This design comes from an exercise in tuning for small area on the open sky130 flow, not from production work. The RTL was checked by simulation tests, not by an equivalence proof against the original design. Power and IR drop assume default switching activity. The flow treats the clock pin as an ideal source, which a real chip does not have.

// m8c_issp_target
module m8c_issp_target #(
    parameter int          VEC_SIZE       = 22,
    parameter int          POR_HI_CYCLES  = 15000,
    parameter int          POR_LO_CYCLES  = 4,
    parameter int          EXEC_BUSY_CLKS = 8,
    parameter int          EXEC_ZERO_BITS = 40,
    parameter logic [7:0]  EXEC_REG       = 8'hFF
) (
    input  logic                osc,
    input  logic                rst_n,
    input  logic                vdd_on,
    input  logic                sclk,
    input  logic                sdata_in,
    output logic                sdata_out,
    output logic                sdata_oe,
    output logic                vec_valid,
    output logic [VEC_SIZE-1:0] vec_data,
    output logic                exec_pulse,
    input  logic [7:0]          dbg_addr,
    output logic [7:0]          dbg_data
);
Size: roughly 6400 cells after synthesis, ~47 I/O pins, about 100000 um^2 of cells after synthesis.
clock: 6.0 ns
lec_check: 0
cap_margin: 20
core_margin: 2
core_utilization: 60
cts_buf_list: sky130_fd_sc_hd__clkbuf_16
cts_cluster_diameter: 60
cts_cluster_size: 30
setup_slack_margin: 0.2
slew_margin: 20
synth_hierarchical: 1
run.sh (not shown) runs the stock make flow with config.mk's settings and CLKGATE_MAP_FILE= SYNTH_SCRIPT=/design/flow/synth_recipe.tcl, a recipe that flattens the netlist after the stock synthesis.
Change:
==> flow/flow/run.sh (new file) <==
#!/bin/bash
# The standard layout (standard.sh), with one change: clock tree synthesis
# runs without dummy loads (-dont_use_dummy_load). The clustering settings are
# the same as config.mk's CTS_* settings. make's full output goes to flow.log;
# each ORFS step also keeps its own log under orfs/logs/.
set -euo pipefail
export CTS_ARGS="-sink_clustering_enable -repair_clock_nets -dont_use_dummy_load -sink_clustering_size 30 -sink_clustering_max_diameter 60 -buf_list sky130_fd_sc_hd__clkbuf_16"
bash standard.sh finish > flow.log 2>&1
==> flow/standard.sh (new file) <==
#!/bin/bash
# synth_recipe.tcl (not shown) runs the flow's synth.tcl, then flattens the netlist and writes it again
# the make line also repeats each setting of config.mk as NAME=value (left out here)
make -C /OpenROAD-flow-scripts/flow DESIGN_CONFIG=/design/flow/config.mk WORK_HOME=/design/flow/orfs CLKGATE_MAP_FILE= SYNTH_SCRIPT=/design/flow/synth_recipe.tcl "${@:-finish}"
--- a/flow/config.mk
+++ b/flow/config.mk
@@ -10 +10 @@
-export CORE_UTILIZATION = 60
+export CORE_UTILIZATION = 70
removed: flow/run.sh
Clock-buffer cell count went down by 17.
Setup slack is better by 66 ps.
Hold slack is worse by 48 ps.
Routed wire length went down by 1.5%.
Via count stays flat.
Critical path depth went up by 3.
Maximum frequency went up by 1.1%.

---

m8c_issp_target, a different RTL version from the one above (not shown whole).
Size: about 6,400 cells after synthesis, about 4,200 flip-flops, about 47 I/O pins, about 100,000 sq um of cells after synthesis.
clock: 6.0 ns
lec_check: 0
cap_margin: 20
core_margin: 2
core_utilization: 70
cts_buf_list: sky130_fd_sc_hd__clkbuf_16
cts_cluster_diameter: 80
cts_cluster_size: 30
setup_slack_margin: 0.2
slew_margin: 20
synth_hierarchical: 1
standard.sh (not shown) runs the stock make flow with config.mk's settings and CLKGATE_MAP_FILE= SYNTH_SCRIPT=/design/flow/synth_recipe.tcl, a recipe that flattens the netlist after the stock synthesis.
==> flow/flow/run.sh <==
#!/bin/bash
# The standard layout (standard.sh), with one change: clock tree synthesis
# runs without dummy loads (-dont_use_dummy_load). The clustering settings are
# the same as config.mk's CTS_* settings. make's full output goes to flow.log;
# each ORFS step also keeps its own log under orfs/logs/.
set -euo pipefail
export CTS_ARGS="-sink_clustering_enable -repair_clock_nets -dont_use_dummy_load -sink_clustering_size 30 -sink_clustering_max_diameter 80 -buf_list sky130_fd_sc_hd__clkbuf_16"
bash standard.sh finish > flow.log 2>&1
Edit:
--- a/flow/flow/run.sh
+++ b/flow/flow/run.sh
@@ -7 +7 @@
-export CTS_ARGS="-sink_clustering_enable -repair_clock_nets -dont_use_dummy_load -sink_clustering_size 30 -sink_clustering_max_diameter 80 -buf_list sky130_fd_sc_hd__clkbuf_16"
+export CTS_ARGS="-sink_clustering_enable -repair_clock_nets -dont_use_dummy_load -sink_clustering_size 30 -sink_clustering_max_diameter 60 -buf_list sky130_fd_sc_hd__clkbuf_16"
Settings changed: CTS_CLUSTER_DIAMETER 80 to 60.
=> First-iteration DRC count climbs by 2.2%; clock skew increases by 0.019 ns; cell count stays flat; routed wire length is about the same; clock-buffer cell count came out higher by 13; power goes up by 0.96%; via count stays flat; global-route usage barely changes; register-to-register slack improves by 0.02 ns.

[re-timing with driven ports]
The flow's constraints put no driver on any port. The routed layouts listed below were extracted and timed again, unchanged, in two steps. Step 1, drivers: a clkbuf_16 drives osc and a buf_2 each remaining input, both assumed. Step 2 times the ports against the registers' clock, not the clock port: input delays grow and output delays shrink by t, the midpoint of the rising clock arrivals with the driver on. Three values: ideal, step 1, step 2; two values: the first two.
| run | t (ns) | setup WS [ns] | clock arrival spread, ns | worst register clock-pin slew, ns |
|---|---|---|---|---|
| the first run of note 1 | 0.952 | 0.124 / -0.025 / -0.025 | 0.042 / 0.042 | 0.11 / 0.11 |
| the second run of note 1 | 0.892 | 0.189 / 0.128 / 0.128 | 0.110 / 0.110 | 0.11 / 0.11 |
| the first run of note 2 | 0.871 | 0.241 / 0.196 / 0.196 | 0.083 / 0.083 | 0.12 / 0.12 |
| the second run of note 2 | 0.872 | 0.190 / -0.023 / -0.023 | 0.098 / 0.098 | 0.11 / 0.11 |
With both steps, setup timing fails in the first run of note 1 and the second run of note 2, where it was met with ideal ports. For the second run of note 2, which loses most, drivers alone change the setup slack by -0.213 ns; drivers and shift together by -0.213 ns.
